From an optimization exercise on the open Yosys and OpenROAD flow, aimed at small area, a short achievable clock period and few clock cycles per item; shortcuts taken in it are not production practice.
At most, simulation tests tie the RTL to the original design; equivalence was not proved.
No activity file was given, so power comes from the tool's default toggle rates.

Design join_top, start of the top module:
module join_top (
  input  logic        ap_clk,
  input  logic        rst_n,
  input  logic        host_cyc,
  input  logic        host_stb,
  input  logic        host_we,
  input  logic [31:0] host_adr,
  input  logic [31:0] host_dat_w,
  output logic        host_ack,
  output logic [31:0] host_dat_r,
  output logic        mem_cyc,
  output logic        mem_stb,
  output logic        mem_we,
  output logic [31:0] mem_adr,
  output logic [31:0] mem_dat_w,
  input  logic        mem_ack,
  input  logic [31:0] mem_dat_r
);
localparam WINDOW_DEPTH    = 16;   
localparam REG_CTRL        = 8'h00;   
localparam REG_RESULT_BASE = 8'h04;
localparam REG_RESULT_MAX  = 8'h08;
localparam REG_WINDOW      = 8'h0C;   
localparam REG_STREAM      = 8'h10;   
localparam REG_STATUS      = 8'h14;
  logic        rd_ack_q;      
  logic        h_v, b_v;      
  logic        h_s, b_s;      
  logic [15:0] h_d, b_d;      
  logic [7:0]  wkey [WINDOW_DEPTH];
  logic [7:0]  wval [WINDOW_DEPTH];
  logic [3:0]  wr_ptr;        
  logic        wfull;         
  logic [7:0]  p_key;         
  logic [7:0]  p_sval;
  logic [15:0] p_mask;        
  ...
For scale: about 1700 cells after synthesis, roughly 490 flip-flops, roughly 200 I/O pins.
Settings: LEC_CHECK=0, CAP_MARGIN=20, CORE_MARGIN=2, CORE_UTILIZATION=40, CTS_CLUSTER_DIAMETER=60, CTS_CLUSTER_SIZE=40, SETUP_SLACK_MARGIN=2.8, SLEW_MARGIN=20, TNS_END_PERCENT=20; clock period 5.0 ns.
standard.sh (not shown) runs the stock make flow with config.mk's settings and CLKGATE_MAP_FILE= SYNTH_SCRIPT=/design/flow/synth_recipe.tcl, a recipe that flattens the netlist after the stock synthesis.
==> flow/flow/run.sh <==
#!/bin/bash
# The standard layout, with the port buffers made from sky130_fd_sc_hd__buf_2
# cells instead of the cell buffer_ports picks by default. The make output goes
# to flow_make.log here; ORFS's per-step logs stay under orfs/logs.
set -euo pipefail
export BUFFER_PORTS_ARGS="-buffer_cell sky130_fd_sc_hd__buf_2"
bash standard.sh finish > flow_make.log 2>&1
Testbench counts at the start, summed over its fixed seeds: cycles 6,408, items 1,432.
Edit:
Settings changed: CORE_UTILIZATION 40 to 55, TNS_END_PERCENT 20 to 10.
What happened:
- combinational power decreases by about 1%
- first-iteration DRC count grows by 2.4%
- setup slack improved by 37 ps
- design area shrinks by 2.5%
- die area went down by 27%
- critical path depth does not change
- count of clock-buffer cells in the layout decreases by 5
Edit:
Settings changed: CORE_UTILIZATION 55 to 45.
The new run produced a clean layout.
Sequential power hardly moves.
Non-clock buffer count rose by 40.
Fmax is about the same.
Wire length came out higher by about 4%.
Core utilization fell by 11 points.
Hold slack is better by 4.8 ps.
Edit:
Settings changed: CORE_UTILIZATION 45 to 40, SETUP_SLACK_MARGIN 2.8 to 2.6.
Setup slack got worse by 27 ps.
Combinational power falls by about 4%.
Maximum frequency falls by 1.0%.
Wire length falls by 2.7%.
Cell area falls by 1.3%.
Non-clock buffer count falls by 33.
Edit:
Settings changed: CORE_UTILIZATION 40 to 55, SETUP_SLACK_MARGIN 2.6 to 3.0.
=>
- The changed run produced a clean layout
- total power fell by a few percent
- synthesized area is unchanged
- utilization rose by 18 points
- cell area is about the same
- final cell count fell by a few percent
- worst hold slack improved by 52 ps
- setup slack improved by 11 ps
- clock-buffer cell count fell by 2
- register-to-register slack is about the same

---

The RTL this note starts from:
==> flow/design.v <==
localparam WINDOW_DEPTH    = 16;   
localparam REG_CTRL        = 8'h00;   
localparam REG_RESULT_BASE = 8'h04;
localparam REG_RESULT_MAX  = 8'h08;
localparam REG_WINDOW      = 8'h0C;   
localparam REG_STREAM      = 8'h10;   
localparam REG_STATUS      = 8'h14;
`timescale 1ns/10ps
module join_top (
  input  logic        ap_clk,
  input  logic        rst_n,
  input  logic        host_cyc,
  input  logic        host_stb,
  input  logic        host_we,
  input  logic [31:0] host_adr,
  input  logic [31:0] host_dat_w,
  output logic        host_ack,
  output logic [31:0] host_dat_r,
  output logic        mem_cyc,
  output logic        mem_stb,
  output logic        mem_we,
  output logic [31:0] mem_adr,
  output logic [31:0] mem_dat_w,
  input  logic        mem_ack,
  input  logic [31:0] mem_dat_r
);
localparam WINDOW_DEPTH    = 16;   
localparam REG_CTRL        = 8'h00;   
localparam REG_RESULT_BASE = 8'h04;
localparam REG_RESULT_MAX  = 8'h08;
localparam REG_WINDOW      = 8'h0C;   
localparam REG_STREAM      = 8'h10;   
localparam REG_STATUS      = 8'h14;
  logic        ack_q;         
  logic [7:0]  wkey [WINDOW_DEPTH];
  logic [7:0]  wval [WINDOW_DEPTH];
  logic [3:0]  wr_ptr;        
  logic        wfull;         
  logic [7:0]  p_key;         
  logic [7:0]  p_sval;
  logic [15:0] p_mask;        
  logic        p_valid;       
  logic [31:0] result_base;
  logic [15:0] result_max;
  logic [15:0] count;
  logic        over;
  logic        room_q;        
  logic        rc_q;          
  logic        stb_q;         
  logic [27:0] dat_q;         
  logic [31:2] adr_q;         
  logic        adr_c;         
  logic [31:0] rd_q;
  logic [15:0] p_below;       
  logic [15:0] p_low;         
  logic [15:0] p_rest;
  logic        free, take, issue, pop;
  logic [3:0] p_grp;          
  logic [3:0] p_grp_below;    
  always_comb begin
    for (int g = 0; g < 4; g++) p_grp[g] = |p_mask[4*g +: 4];
    p_grp_below[0] = 1'b0;
    p_grp_below[1] = p_grp[0];
    p_grp_below[2] = p_grp[0] | p_grp[1];
    p_grp_below[3] = p_grp[0] | p_grp[1] | p_grp[2];
    for (int g = 0; g < 4; g++) begin
      p_below[4*g]     = p_grp_below[g];
      p_below[4*g + 1] = p_grp_below[g] | p_mask[4*g];
      p_below[4*g + 2] = p_grp_below[g] | p_mask[4*g] | p_mask[4*g + 1];
      p_below[4*g + 3] = p_grp_below[g] | p_mask[4*g] | p_mask[4*g + 1] | p_mask[4*g + 2];
    end
  end
  assign p_low   = p_mask & ~p_below;
  assign p_rest  = p_mask & p_below;
  assign free    = !stb_q || mem_ack;         
  assign take    = free && p_valid;           
  assign issue   = take && room_q;
  logic [3:0] p_grp2;
  logic       p_multi;
  always_comb begin
    for (int g = 0; g < 4; g++)
      p_grp2[g] = (p_mask[4*g] & (p_mask[4*g+1] | p_mask[4*g+2] | p_mask[4*g+3]))
                | (p_mask[4*g+1] & (p_mask[4*g+2] | p_mask[4*g+3]))
                | (p_mask[4*g+2] & p_mask[4*g+3]);
    p_multi = (|p_grp2)
            | (p_grp[0] & (p_grp[1] | p_grp[2] | p_grp[3]))
            | (p_grp[1] & (p_grp[2] | p_grp[3]))
            | (p_grp[2] & p_grp[3]);
  end
  assign pop     = take && (!room_q || !p_multi);   
  logic [15:0] wvalid, match;    
  logic [7:0]  offset;
  logic        req, a_win, a_str, acc_win, ld_str, acc_str, acc_oth, acc;
  logic        op_base, op_max, op_clr;    
  assign offset  = host_adr[7:0];
  assign req     = host_cyc && host_stb && !ack_q;
  assign a_win   = host_we && (offset == REG_WINDOW);
  assign a_str   = host_we && (offset == REG_STREAM);
  assign acc_win = req && a_win && !p_mask[wr_ptr];
  assign ld_str  = req && a_str && !p_valid;   
  assign acc_str = ld_str || (req && a_str && !(|match));   
  assign acc_oth = req && !a_win && !a_str;
  assign acc     = acc_win || acc_str || acc_oth;
  logic win_q;
  always_ff @(posedge ap_clk or negedge rst_n) begin
    if (!rst_n) begin
      ack_q <= 1'b0;
      win_q   <= 1'b0;
      op_base <= 1'b0;
      op_max  <= 1'b0;
      op_clr  <= 1'b0;
    end else begin
      ack_q <= acc;
      win_q   <= acc_win;
      op_base <= acc_oth && host_we && (offset == REG_RESULT_BASE);
      op_max  <= acc_oth && host_we && (offset == REG_RESULT_MAX);
      op_clr  <= acc_oth && host_we && (offset == REG_CTRL) && host_dat_w[0];
    end
  end
  logic busy;
  assign busy = stb_q || p_valid;
  always_ff @(posedge ap_clk) begin
    case (offset)
      REG_RESULT_BASE: rd_q <= result_base;
      REG_RESULT_MAX:  rd_q <= {16'h0, result_max};
      REG_STATUS:      rd_q <= {14'h0, busy, over, count};
      default:         rd_q <= '0;
    endcase
  end
  assign host_ack   = ack_q;
  assign host_dat_r = rd_q;
  always_ff @(posedge ap_clk or negedge rst_n) begin
    if (!rst_n) begin
      result_base <= '0;
      result_max  <= '0;
    end else begin
      if (op_base) result_base <= host_dat_w;
      if (op_max)  result_max  <= host_dat_w[15:0];
    end
  end
  always_ff @(posedge ap_clk) begin
    if (win_q) begin
      wkey[wr_ptr] <= host_dat_w[15:8];
      wval[wr_ptr] <= host_dat_w[7:0];
    end
  end
  always_ff @(posedge ap_clk or negedge rst_n) begin
    if (!rst_n) begin
      wr_ptr <= '0;
      wfull  <= 1'b0;
    end else if (op_clr) begin
      wr_ptr <= '0;
      wfull  <= 1'b0;
    end else if (win_q) begin
      wr_ptr <= wr_ptr + 1'b1;
      if (wr_ptr == 4'hF) wfull <= 1'b1;
    end
  end
  always_comb begin
    for (int i = 0; i < WINDOW_DEPTH; i++) begin
      wvalid[i] = wfull || (4'(i) < wr_ptr);
      match[i]  = wvalid[i] && (wkey[i] == host_dat_w[15:8]);
    end
  end
  always_ff @(posedge ap_clk) begin
    if (!p_valid) begin
      p_key  <= host_dat_w[15:8];
      p_sval <= host_dat_w[7:0];
    end
  end
  always_ff @(posedge ap_clk or negedge rst_n) begin
    if (!rst_n) begin
      p_mask  <= '0;
      p_valid <= 1'b0;
    end else if (ld_str) begin
      p_mask  <= match;
      p_valid <= |match;
    end else if (take) begin
      p_mask  <= room_q ? p_rest : '0;   
      p_valid <= !pop;
    end
  end
  logic [7:0] p_wval;
  logic [3:0] p_slot;
  always_comb begin
    p_wval = '0;
    p_slot = '0;
    for (int i = 0; i < 16; i++) begin
      p_wval = p_wval | ({8{p_low[i]}} & wval[i]);
      p_slot = p_slot | ({4{p_low[i]}} & 4'(i));
    end
  end
  always_ff @(posedge ap_clk) begin
    if (issue) dat_q <= {p_key, p_sval, p_wval, p_slot};
  end
  always_ff @(posedge ap_clk or negedge rst_n) begin
    if (!rst_n) begin
      stb_q <= 1'b0;
      count <= '0;
      over  <= 1'b0;
    end else if (op_clr) begin
      stb_q <= 1'b0;
      count <= '0;
      over  <= 1'b0;
    end else begin
      if (free) begin
        stb_q <= issue;
      end
      if (stb_q && mem_ack) count <= count + 1'b1;
      if (take && !room_q) over <= 1'b1;
    end
  end
  logic [16:0] count_p1, count_p2;
  assign count_p1 = {1'b0, count} + 17'd1;
  assign count_p2 = {1'b0, count} + 17'd2;
  always_ff @(posedge ap_clk or negedge rst_n) begin
    if (!rst_n) begin
      room_q <= 1'b0;
      rc_q   <= 1'b0;
    end else begin
      rc_q <= op_max || op_clr;
      if (rc_q)       room_q <= count < result_max;
      else if (issue) room_q <= stb_q ? (count_p2 != {1'b0, result_max})
                                      : (count_p1 != {1'b0, result_max});
    end
  end
  logic [8:0]  lo_sum, hi_sum0, hi_sum1;
  logic [16:0] adr_lo;
  assign lo_sum  = {1'b0, result_base[9:2]}   + {1'b0, count[7:0]};
  assign hi_sum0 = {1'b0, result_base[17:10]} + {1'b0, count[15:8]};
  assign hi_sum1 = {1'b0, result_base[17:10]} + {1'b0, count[15:8]} + 9'd1;
  assign adr_lo  = {lo_sum[8] ? hi_sum1 : hi_sum0, lo_sum[7:0]};
  always_ff @(posedge ap_clk) begin
    if (stb_q && mem_ack) begin
      adr_q <= adr_q + 1'b1;
      adr_c <= adr_c || (&adr_q[17:2]);
    end else begin
      {adr_c, adr_q[17:2]} <= adr_lo;
      adr_q[31:18]         <= result_base[31:18] + {13'h0, adr_c};
    end
  end
  assign mem_cyc   = stb_q;
  assign mem_stb   = stb_q;
  assign mem_we    = stb_q;
  assign mem_adr   = {adr_q, result_base[1:0]};
  assign mem_dat_w = {dat_q[27:4], 4'h0, dat_q[3:0]};
endmodule
==> flow/config.mk <==
export PLATFORM = sky130hd
export DESIGN_NAME = join_top
export DESIGN_NICKNAME = join_top
export VERILOG_FILES = /design/flow/design.v
export SDC_FILE = /design/flow/constraint.sdc
export NUM_CORES = 4
export LEC_CHECK = 0
export CAP_MARGIN = 20
export CORE_MARGIN = 2
export CORE_UTILIZATION = 55
export CTS_CLUSTER_DIAMETER = 60
export CTS_CLUSTER_SIZE = 40
export PLACE_DENSITY = 0.75
export SETUP_SLACK_MARGIN = 2.8
export SLEW_MARGIN = 20
export TNS_END_PERCENT = 10
==> flow/constraint.sdc <==
create_clock -name core_clock -period 5.0 [get_ports {ap_clk}]
set_input_delay 1.0000 -clock core_clock [delete_from_list [all_inputs] [get_ports {ap_clk}]]
set_output_delay 1.0000 -clock core_clock [all_outputs]
set_load 0.01 [all_outputs]
Scripts as last shown in full above: flow/flow/run.sh
The baseline finished clean.
==> next run, changes <==
- PLACE_DENSITY: 0.75 -> not set
- SETUP_SLACK_MARGIN: 2.8 -> 3.1
=> The new run finished clean; via count increases slightly; power came out higher by a few percent; setup slack gets better by 0.056 ns; global-route usage increases by 1.0 points; clock skew barely changes; first-iteration DRC count shrinks by a little under a tenth; area after synthesis does not change; cell count goes up by a few percent.
==> next run, changes <==
- SETUP_SLACK_MARGIN: 3.1 -> 2.8
Sequential share of layout area climbs by 1.9 points.
Die area stays the same.
Worst setup slack loses 0.021 ns.
Global-route usage drops by 0.58 points.
Final area drops by 3.8%.
Power drops by 1.8%.
Utilization drops by 2.6 points.
Worst hold slack barely changes.
Clock power drops by about 3%.
Fmax drops by 0.86%.
Function was not checked in any run of this note: the RTL went through the layout flow alone.

==> port drivers added, routing unchanged <==
In the flow no input, the clock included, has a driving cell. The finished layouts below were timed again as built, in two steps. Step 1 sets driving cells, clkbuf_16 on the clock port and buf_2 on the other inputs (assumed; they add their load-dependent delay and slew). Step 2 moves the port delays by t, midway between the first and last clock arrival at a register: inputs arrive t later, outputs are due t later. That takes back most of the time a late clock gives input paths. Slacks: ideal / step 1 / step 2; pairs: ideal / step 1.
| run | t (ns) | slack for setup (ns) | slew at the worst register clock pin (ns) | cell pins on the clock port's net |
|---|---|---|---|---|
| the first run of note 1 | 0.633 | 2.381 / 2.348 / 1.846 | 0.10 / 0.10 | 1 |
| the second run of note 1 | 0.611 | 2.418 / 2.384 / 2.044 | 0.11 / 0.11 | 1 |
| the third run of note 1 | 0.629 | 2.420 / 2.389 / 1.857 | 0.09 / 0.09 | 1 |
| the fourth run of note 1 | 0.632 | 2.393 / 2.381 / 1.836 | 0.09 / 0.09 | 1 |
| the fifth run of note 1 | 0.613 | 2.404 / 2.385 / 1.980 | 0.10 / 0.10 | 1 |
| the first run of note 2 | 0.657 | 2.507 / 2.507 / 2.101 | 0.10 / 0.10 | 1 |
| the second run of note 2 | 0.587 | 2.562 / 2.562 / 2.115 | 0.09 / 0.09 | 1 |
| the third run of note 2 | 0.596 | 2.541 / 2.541 / 2.073 | 0.09 / 0.09 | 1 |
After both steps setup and hold are still met in every run listed. The setup slack of the third run of note 1, which loses most, moves by -0.031 ns with the drivers and by -0.563 ns with both steps.
